This is an optimization exercise on Yosys and OpenROAD, whose aim is small area, not a production implementation. Only simulation tests tie the RTL to the original design; equivalence was not proved. Power and IR drop assume default switching activity.

===== flow/design.v =====
typedef logic [7:0]  char_t;        
typedef logic [9:0]  cell_addr_t;   
typedef logic [4:0]  row_t;
typedef logic [4:0]  col_t;
typedef logic [6:0]  str_addr_t;    
typedef logic [56:0] chip_id_t;
typedef struct packed {
   logic progress;
   logic result;
} test_status_t;
typedef struct packed {
   logic         vga;
   logic         mode;      
   chip_id_t     chip_id;
   test_status_t memtest;
   test_status_t sdtest;
   logic [2:0]   mouse;     
} status_t;
`timescale 1ns/1ns
module status_console (
   input  logic         clk,
   input  logic         arst_n,
   input  logic [65:0]  status,        
   input  logic [9:0]   fetch_addr,    
   output logic [7:0]   fetch_char     
);
typedef logic [7:0]  char_t;        
typedef logic [9:0]  cell_addr_t;   
typedef logic [4:0]  row_t;
typedef logic [4:0]  col_t;
typedef logic [6:0]  str_addr_t;    
typedef logic [56:0] chip_id_t;
typedef struct packed {
   logic progress;
   logic result;
} test_status_t;
typedef struct packed {
   logic         vga;
   logic         mode;      
   chip_id_t     chip_id;
   test_status_t memtest;
   test_status_t sdtest;
   logic [2:0]   mouse;     
} status_t;
   status_t st;
   assign st = status;
   logic [4:0]  r, c;
   logic [59:0] id_full;
   assign r       = fetch_addr[9:5];
   assign c       = fetch_addr[4:0];
   assign id_full = {3'b000, st.chip_id};
   logic row3, row4, row_res, row14;
   assign row3    = ~r[3] & ~r[2] &  r[1] &  r[0];
   assign row4    = ~r[3] &  r[2] & ~r[1] & ~r[0];
   assign row_res =  (r[3] ^ r[1]) & r[2] & ~r[0];    
   assign row14   =  r[3] &  r[2] &  r[1] & ~r[0];
   logic in_video, in_id, in_res, in_mouse;
   assign in_video = row3 & ~c[4] & c[3] & (c[2] ^ c[1]);                     
   assign in_id    = row4 & (c[4] ? (~c[3] | ~(c[2] | c[1] | c[0]))
                                  : (c[3] & (c[2] | c[1])));                    
   assign in_res   = row_res & c[4] & ((~c[3] & c[2] & (c[1] | c[0]))
                                     | (c[3] & ~c[2] & ~c[1]));                
   assign in_mouse = row14 & c[4] & ~c[3] & c[2] & (c[1] | c[0]);              
   logic [15:0] sel;
   logic [3:0]  nib_of [16];
   logic [3:0]  nib;
   for (genvar i = 0; i < 16; i++) begin : g_nib
      assign sel[i]    = (c[3:0] == 4'(i));
      assign nib_of[i] = (i >= 10) ? id_full[4*(24 - i) +: 4]
                       : (i <= 8)  ? id_full[4*(8 - i) +: 4] : 4'h0;
   end
   always_comb begin
      nib = 4'h0;
      for (int i = 0; i < 16; i++)
         nib = nib | ({4{sel[i]}} & nib_of[i]);
   end
   logic       ge10;
   logic [6:0] hex_char;
   assign ge10     = nib[3] & (nib[2] | nib[1]);
   assign hex_char = ge10 ? {4'b1000, nib[2] & (nib[1] | nib[0]), ~(nib[1] ^ nib[0]), ~nib[0]}
                          : {3'b011, nib};
   logic [6:0] vga_char, ntsc_char, pal_char, video_char;
   assign vga_char   = (c[1:0] == 2'd2) ? 7'h56 :      
                       (c[1:0] == 2'd3) ? 7'h47 :      
                       (c[1:0] == 2'd0) ? 7'h41 :      
                                          7'h20;
   assign ntsc_char  = (c[1:0] == 2'd2) ? 7'h4E :      
                       (c[1:0] == 2'd3) ? 7'h54 :      
                       (c[1:0] == 2'd0) ? 7'h53 :      
                                          7'h43;       
   assign pal_char   = (c[1:0] == 2'd2) ? 7'h50 :      
                       (c[1:0] == 2'd3) ? 7'h41 :      
                       (c[1:0] == 2'd0) ? 7'h4C :      
                                          7'h20;
   assign video_char = st.vga ? vga_char : st.mode ? ntsc_char : pal_char;
   test_status_t t;
   logic [6:0]   wait_char, ok_char, error_char, res_char;
   assign t          = r[3] ? st.sdtest : st.memtest;
   assign wait_char  = (c[3:0] == 4'd5) ? 7'h77 :      
                       (c[3:0] == 4'd6) ? 7'h61 :      
                       (c[3:0] == 4'd7) ? 7'h69 :      
                       (c[3:0] == 4'd8) ? 7'h74 :      
                                          7'h20;
   assign ok_char    = (c[3:0] == 4'd5) ? 7'h4F :      
                       (c[3:0] == 4'd6) ? 7'h4B :      
                                          7'h20;
   assign error_char = (c[3:0] == 4'd5) ? 7'h45 :      
                       (c[3:0] == 4'd8) ? 7'h4F :      
                                          7'h52;       
   assign res_char   = t.progress ? wait_char : t.result ? ok_char : error_char;
   logic [6:0] mouse_char;
   assign mouse_char = (c[1:0] == 2'd1) ? (st.mouse[0] ? 7'h4C : 7'h20) :    
                       (c[1:0] == 2'd2) ? (st.mouse[2] ? 7'h4D : 7'h20) :    
                                          (st.mouse[1] ? 7'h52 : 7'h20);     
   logic [6:0] ch;
   assign ch = in_mouse ? mouse_char :
               in_res   ? res_char   :
               in_id    ? hex_char   :
               in_video ? video_char : 7'h20;
   always_ff @(posedge clk) begin
      fetch_char <= {1'b0, ch};
   end
endmodule

===== flow/flow/run.sh =====
#!/bin/bash
# The standard layout, except that the port buffers are the smallest
# buffer (buf_1) instead of the delay buffer the resizer picks by default.
set -euo pipefail
export BUFFER_PORTS_ARGS="-buffer_cell sky130_fd_sc_hd__buf_1"
bash standard.sh finish > flow_standard.log 2>&1

===== flow/standard.sh =====
#!/bin/bash
# synth_recipe.tcl (not shown) runs the flow's synth.tcl, then flattens the netlist and writes it again
# the make line also repeats each setting of config.mk as NAME=value (left out here)
make -C /OpenROAD-flow-scripts/flow DESIGN_CONFIG=/design/flow/config.mk WORK_HOME=/design/flow/orfs CLKGATE_MAP_FILE= SYNTH_SCRIPT=/design/flow/synth_recipe.tcl "${@:-finish}"

===== flow/config.mk =====
export PLATFORM = sky130hd
export DESIGN_NAME = status_console
export DESIGN_NICKNAME = status_console
export VERILOG_FILES = /design/flow/design.v
export SDC_FILE = /design/flow/constraint.sdc
export NUM_CORES = 4
export LEC_CHECK = 0
export CAP_MARGIN = 20
export CORE_AREA = 2.3 2.72 58.7 60.0
export CTS_BUF_LIST = sky130_fd_sc_hd__clkbuf_2
export DIE_AREA = 0 0 61 62.2
export PLACE_DENSITY = 0.7
export SLEW_MARGIN = 20
export SYNTH_MEMORY_MAX_BITS = 8192

===== flow/constraint.sdc =====
create_clock -name core_clock -period 6.0 [get_ports {clk}]
set_input_delay 1.2000 -clock core_clock [delete_from_list [all_inputs] [get_ports {clk}]]
set_output_delay 1.2000 -clock core_clock [all_outputs]
set_load 0.01 [all_outputs]

==> metrics.yaml, run 1 <==
run_status: "no timing/DRC/antenna violations"
synth_seq_area_share: 0.1002
largest_reg_flops: 7
syn-num-nets: 265
rsz0062_at_grt: "no"
die_y_microns: 62.20
setup_viol: 0
core_region_area_sq_um: 3206
gr-usage-all-layers: 0.2165
layout-drive-gt1-share: 0.07143
portBuffers: 82
critPathKind: "input port to flop"
ctsHoldBuffers: 0
maxSlewViolCount: 0
antenna_found_initial: 0
synth-seq-cells: 7
synth_edf_count: 0
ys_async_sr_fraction: 0
crit_path_start_kind: "input port"
min_to: "fetch_char[2]$_DFF_P_"
path_max_fanout: 19
cts_sinks: 7
routed_wl_microns: 3910
stdcell_count: 298
max_cap_viol_count: 0
vias: 1674
diodes: 0
syn_area_per_cell_sq_um: 7.815
drt_iter0_drc: 103
ant_nets: 0
path_clk_slew_ns: 0.06
rows: 21
grt_max_degree: 28
cts_buffers: 3
regMostFlops: "fetch_char"
grt_pass1_vias: 1481
dp.final_hpwl_microns: 3098
place_congestion: 0.8578
avgViaCountPerCell: 5.617
post-place-cells: 294
largest_registers: "fetch_char (7)"
fin_ws_ns: 2.377
drt_pass1_iterations: 5
power.density_nw_per_um2: 104.6
max_slew.worst_pin.slew_ns: 0.8691
worstPathArrival_ns: 3.71
irDropWorstVdd_mv: 0.03532
dp_slack_ns: 2.155
syn-cell-area_sq_um: 1399
post_cts_resized: 0
syn_to_final_growth_pct: 21.56
yosys_warnings: 2
whs_ns: 1.446
wire_per_inst_microns: 13.12
p_leak_uw: 0.0006004
layout.cells.most_common_list: "buf_1 (82), nand2_1 (17), a21oi_1 (12)"
initial_utilization: 0.4364
layout_commonest_cell: "buf_1"
yosysUniqueCellTypes: 59
worstHoldStart: "status[0]"
cts_setup_buffers: 0
htree_levels: 1
critPathCaptureType: "flop"
required_ns: 6.09
clk_path_buf_depth: 2
max_freq_ghz: 0.2760
slew_headroom: 0.4206
die-area_sq_um: 3794
io_pins: 86
setup_tns_ns: 0
drcViolationCount: 0
cts-root-buf: "clkbuf_2"
hp-class: "input port to flop"
finalNetCount: 339
period_minus_slack_ns: 3.623
grt_remaining_overflow: 0
hold_depth: 4
synth_ff_type: "dfxtp_1"
hold_viol_final: 0
cts_tree: "done"
die_w_microns: 61
period_share: 0.6038
grt_first_pass_wirelength_microns: 6499
syn-instance-count: 179
-- logic make-up after synthesis --
logic type,Yosys count,synth area share
adder cells (fa/ha/maj),8,0.07156
buffers and inverters,20,0.08139
XOR/XNOR,2,0.01252
flip-flops,7,0.1002
other,1,0.002681
multiplexers,11,0.09302
AO/OA/AOI/OAI,69,0.3596
AND/OR/NAND/NOR,61,0.2791
-- critical path, cell delays in order --
cell      delay [ns]
buf_1           0.15
inv_1           0.13
ha_1            0.48
a221oi_1        0.39
o32ai_1         0.18
nor4_4          0.38
ha_1            0.20
a211oi_1        0.07
or4_1           0.53
-- per-stage QoR --
stage            util  instance area (sq um)  power, uW
5_1_grt        0.5304                   1700      196.3
2_1_floorplan       -                   1399      115.3
3_5_place_dp   0.5242                   1680      144.4
4_1_cts        0.5304                   1700      178.8
3_3_place_gp   0.5242                   1680      143.5
6_report       0.5304                   1700      177.8
-- layout make-up --
cell class                 count  area, sq um
fill                         356         1505
multi-input combinational    152         1145
timing repair buffer          83        315.3
sequential                     7        140.1
tap                           46        57.56
inverter                       6        22.52
clock buffer                   4        20.02
-- cells in the mapped netlist, types with 3 or more instances --
| master | number | area share |
|---|---|---|
| a211oi_1 | 3 | 0.016 |
| a21oi_1 | 12 | 0.043 |
| a221oi_1 | 6 | 0.038 |
| a22o_1 | 3 | 0.019 |
| a22oi_1 | 10 | 0.054 |
| buf_2 | 9 | 0.032 |
| buf_6 | 3 | 0.024 |
| dfxtp_1 | 7 | 0.10 |
| ha_1 | 8 | 0.072 |
| inv_1 | 6 | 0.016 |
| mux2i_1 | 7 | 0.050 |
| nand2_1 | 17 | 0.046 |
| nand2b_1 | 4 | 0.018 |
| nand3_1 | 5 | 0.018 |
| nor2_1 | 10 | 0.027 |
| nor2b_1 | 4 | 0.018 |
| nor3_1 | 3 | 0.011 |
| o21ai_0 | 9 | 0.032 |
| o22ai_1 | 3 | 0.013 |
| o31ai_1 | 3 | 0.016 |
-- power breakdown --
part	switching, uW	total (uW)	internal (uW)
logic	53.8	96.5	42.7
registers	0.198	47.7	47.5
clock network	15.9	33.6	17.7
total	70.0	178	108
-- worst max path at each step --
stage	startpoint	endpoint	cells after the start	slack, ns
after global placement	fetch_addr[1]	fetch_char[2]$_DFF_P_	9	2.17
after detailed placement	fetch_addr[1]	fetch_char[2]$_DFF_P_	9	2.15
after global routing	fetch_addr[1]	fetch_char[2]$_DFF_P_	9	2.19
after floorplan	fetch_addr[1]	fetch_char[2]$_DFF_P_	10	2.78
after CTS	fetch_addr[1]	fetch_char[2]$_DFF_P_	9	2.40
final	fetch_addr[1]	fetch_char[2]$_DFF_P_	9	2.38
-- per-layer routing --
layer	up-vias	global-route usage	routed length [microns]
li1	844	-	-
met1	762	0.2989	1791
met2	58	0.3347	1858
met3	10	0.01875	173
met4	0	0.09511	86
met5	-	0	0
==> inputs of run 2 (changes only) <==
==> flow/flow/run.sh (replaced) <==
#!/bin/bash
# The standard layout with two changes:
#  - synthesis maps the logic with an area-only ABC script (flow/abc_min_area.script)
#    instead of ORFS's delay-driven one; everything else in synthesis is the standard flow's own
#    script, so the registers keep their names and cells;
#  - the port buffers are the smallest buffer (buf_1) instead of the delay buffer the
#    resizer picks by default.
set -euo pipefail
here=$(pwd)
export FLOW_ABC_SCRIPT=$here/flow/abc_min_area.script
export BUFFER_PORTS_ARGS="-buffer_cell sky130_fd_sc_hd__buf_1"
cat flow/abc_override.tcl synth_recipe.tcl > my_synth.tcl
sed "s#SYNTH_SCRIPT=[^ ]*#SYNTH_SCRIPT=$here/my_synth.tcl#" standard.sh > my_standard.sh
grep -q "SYNTH_SCRIPT=$here/my_synth.tcl" my_standard.sh
bash my_standard.sh finish > flow_standard.log 2>&1
==> flow/flow/abc_min_area.script (new file) <==
strash
dch -f
map -a
strash
dch -f
map -a
topo
==> flow/flow/abc_override.tcl (new file) <==
# Map with an area-only ABC script: the flow's abc call keeps its liberty and
# dont_use arguments, only its -script is replaced.
proc abc {args} {
  set i [lsearch -exact $args -script]
  if { $i >= 0 } { set args [lreplace $args $i [expr {$i + 1}]] }
  set i [lsearch -exact $args -D]
  if { $i >= 0 } { set args [lreplace $args $i [expr {$i + 1}]] }
  yosys abc -script $::env(FLOW_ABC_SCRIPT) {*}$args
}
==> metrics.yaml, run 2 <==
dp.final_hpwl_microns: 3324  # +7.3%
clk_path_buf_depth: 2  # unchanged
drt_pass1_iterations: 4  # -1
diodes: 0  # unchanged
path_clk_slew_ns: 0.06  # about the same
period_share: 0.6426  # +0.03876
dp_slack_ns: 2.017  # -0.1380 ns
vias: 1633  # -2.4%
layout.cells.most_common_list: "buf_1 (82), nand2_1 (32), clkinv_1 (31)"
grt_remaining_overflow: 0  # unchanged
largest_registers: "fetch_char (7)"
yosys_warnings: 2  # unchanged
synth_edf_count: 0  # unchanged
max_slew.worst_pin.slew_ns: 1.033  # +0.1638 ns
die_y_microns: 62.20  # unchanged
yosysMostFrequentCell: "nand2_1"
regMostFlops: "fetch_char"
initial_utilization: 0.3497  # -0.08665
routed_wl_microns: 3887  # -0.59%
cts_buffers: 3  # unchanged
grt_first_pass_wirelength_microns: 6223  # -4.2%
crit_path_frequent_cell: "a22oi_1"
die_w_microns: 61  # unchanged
cts_setup_buffers: 0  # unchanged
synth-simple-area-share: 0.3281  # +0.04906
fin_ws_ns: 2.144  # -0.2326 ns
synth_area_leaders: "dfxtp_1 (13%), a22oi_1 (11%), nand2_1 (11%)"
ctsHoldBuffers: 0  # unchanged
layout_commonest_cell: "buf_1"
htree_levels: 1  # unchanged
cp-startpoint: "fetch_addr[0]"
yosys.area_share.adder: 0.08929  # +0.01773
cp_slowest_stage_delay_ns: 0.82  # +0.29 ns
max_freq_ghz: 0.2594  # -6.0%
drt_iter0_drc: 132  # +28%
required_ns: 6.09  # about the same
irDropWorstVdd_mv: 0.02891  # -18%
post-place-cells: 314  # +6.8%
critPathTopFamily: "compound AO/OA/AOI/OAI gates"
hp-class: "input port to flop"
syn_to_final_growth_pct: 33.71
p_leak_uw: 0.0005477  # -8.8%
drcViolationCount: 0  # unchanged
worstPathCellList: "buf_1, clkinv_1, ha_1, clkinv_1, nor2_1, a22oi_1, nand4_1, a2111oi_0, ha_1, a22oi_1, a22oi_1, nand3_1"
max_cap_viol_count: 0  # unchanged
setup_tns_ns: 0  # unchanged
gr-usage-all-layers: 0.2074  # -0.009072
ys_top_cells_by_count: "nand2_1 (32), clkinv_1 (31), nor2_1 (25)"
post_cts_resized: 0  # unchanged
cp_slowest_cell: "a2111oi_0"
synth_top_area_cell: "dfxtp_1"
grt_max_degree: 10  # -64%
stdcell_count: 318  # +6.7%
path_buf_inv: 3  # +1
power.density_nw_per_um2: 102.1  # -2.4%
avgViaCountPerCell: 5.135  # -8.6%
core_region_area_sq_um: 3206  # unchanged
antenna_found_initial: 0  # unchanged
worstPathArrival_ns: 3.95  # +0.24 ns
yosysTopAreaCellShare: 0.1250  # +0.02482
maxSlewViolCount: 0  # unchanged
crit_path_start_kind: "input port"
cts_sinks: 7  # unchanged
rsz0062_at_grt: "no"
portBuffers: 82  # unchanged
synth_xor_area_frac: 0.007813  # -0.004710
syn-num-nets: 273  # +3.0%
finalNetCount: 359  # +5.9%
largest_reg_flops: 7  # unchanged
ant_nets: 0  # unchanged
yosysUniqueCellTypes: 23  # -61%
cts_tree: "done"
path_max_fanout: 7  # -12
layout-drive-gt1-share: 0.01838  # -0.05305
critPathCaptureType: "flop"
period_minus_slack_ns: 3.856  # +0.2326 ns
nFillCells: 364  # +2.2%
rows: 21  # unchanged
grt_pass1_vias: 1414  # -4.5%
synth_mux_area_frac: 0  # -0.09302
syn-cell-area_sq_um: 1121  # -20%
syn_area_per_cell_sq_um: 5.995  # -23%
cts-root-buf: "clkbuf_2"
synth_compound_area_frac: 0.3359  # -0.02363
synth_top_family_by_area: "compound AO/OA/AOI/OAI gates"
ys_async_sr_fraction: 0  # unchanged
syn-instance-count: 187  # +4.5%
die-area_sq_um: 3794  # unchanged
synth-seq-cells: 7  # unchanged
io_pins: 86  # unchanged
setup_viol: 0  # unchanged
synth_ff_type: "dfxtp_1"
critPathKind: "input port to flop"
hold_viol_final: 0  # unchanged
worstHoldStart: "status[0]"
run_status: "no timing/DRC/antenna violations"
slew_headroom: 0.2936  # -0.1270
wire_per_inst_microns: 12.22  # -6.8%
synth_seq_area_share: 0.1250  # +0.02482
place_congestion: 0.9244  # +7.8%
run 2: path summary, 6_finish.rpt:
check,to,slack [ns],cells after the start
worst max-delay path,fetch_char[2]$_DFF_P_,2.14,12
worst min-delay path,fetch_char[2]$_DFF_P_,1.30,3
run 2: cell type report:
class                           count  area (sq um)  area share
Timing Repair Buffer               82         307.8      0.2053
Clock buffer                        4         20.02     0.01336
Inverter                           31         116.4     0.07763
Sequential cell                     7         140.1     0.09349
Multi-Input combinational cell    148         857.1      0.5718
Tap cell                           46         57.56     0.03840
run 2: report_power, final:
group	internal, uW	leakage (uW)	switching [uW]	total, uW
clock network	17.7	0.0000166	14.3	32.0
registers	47.7	0.0000566	0.220	47.9
logic	28.8	0.000474	44.3	73.1
total	94.1	0.000548	58.9	153
run 2: metrics by stage:
stage               utilization  hold WS, ns  total power (uW)  area, sq um
floorplan                     -        1.383             89.95         1121
global placement         0.4614        1.535             120.4         1479
detailed placement       0.4614        1.525             121.0         1479
CTS                      0.4676        1.289             154.1         1499
global route             0.4676        1.288             169.5         1499
finish                   0.4676        1.296             153.0         1499
run 2: logic make-up (layout without fill, tap and decap cells):
family,Yosys count,after routing
and+or+nand+nor,85,85
AOI/OAI and AO/OA,53,53
buffers and inverters,32,117
adders and majority gates,8,8
DFF,7,7
other,1,1
xor gates and xnor gates,1,1
run 2: layer usage:
layer	routed length [microns]	share of wire	global-route usage	vias to the layer above
met1	1702	0.44	0.3023	737
met2	1978	0.51	0.3306	44
met4	10	0.0026	0.04891	0
met5	0	0	0	-
li1	-	-	-	850
met3	196	0.050	0.008333	2

[static timing again, ports no longer ideal]
The results above use ideal ports. As a check the final layouts listed here were re-extracted and re-timed, cells and wires unchanged. Step 1: set_driving_cell puts a clkbuf_16 on clk and a buf_2 on each other input, an assumption about the parent block. Step 2 adds t to the input delays and takes it off the output delays; t is the mean of the earliest and latest rising clock arrival at the registers after step 1. Input paths then give back, and output paths get back, about the clock's delay inside the block. Slacks: ideal ports / drivers / drivers and shift; pairs: ideal ports / drivers.
| run | t, ns | slack for setup (ns) | latest minus earliest clock arrival (ns) | worst register clock-pin slew, ns |
|---|---|---|---|---|
| run 1 | 0.241 | 2.377 / 2.363 / 2.122 | 0.005 / 0.005 | 0.07 / 0.07 |
| run 2 | 0.231 | 2.144 / 2.140 / 1.909 | 0.001 / 0.001 | 0.06 / 0.06 |
After both steps setup and hold are still met in every run listed. The setup slack of run 1, which loses most, moves by -0.014 ns with the drivers and by -0.255 ns with both steps.
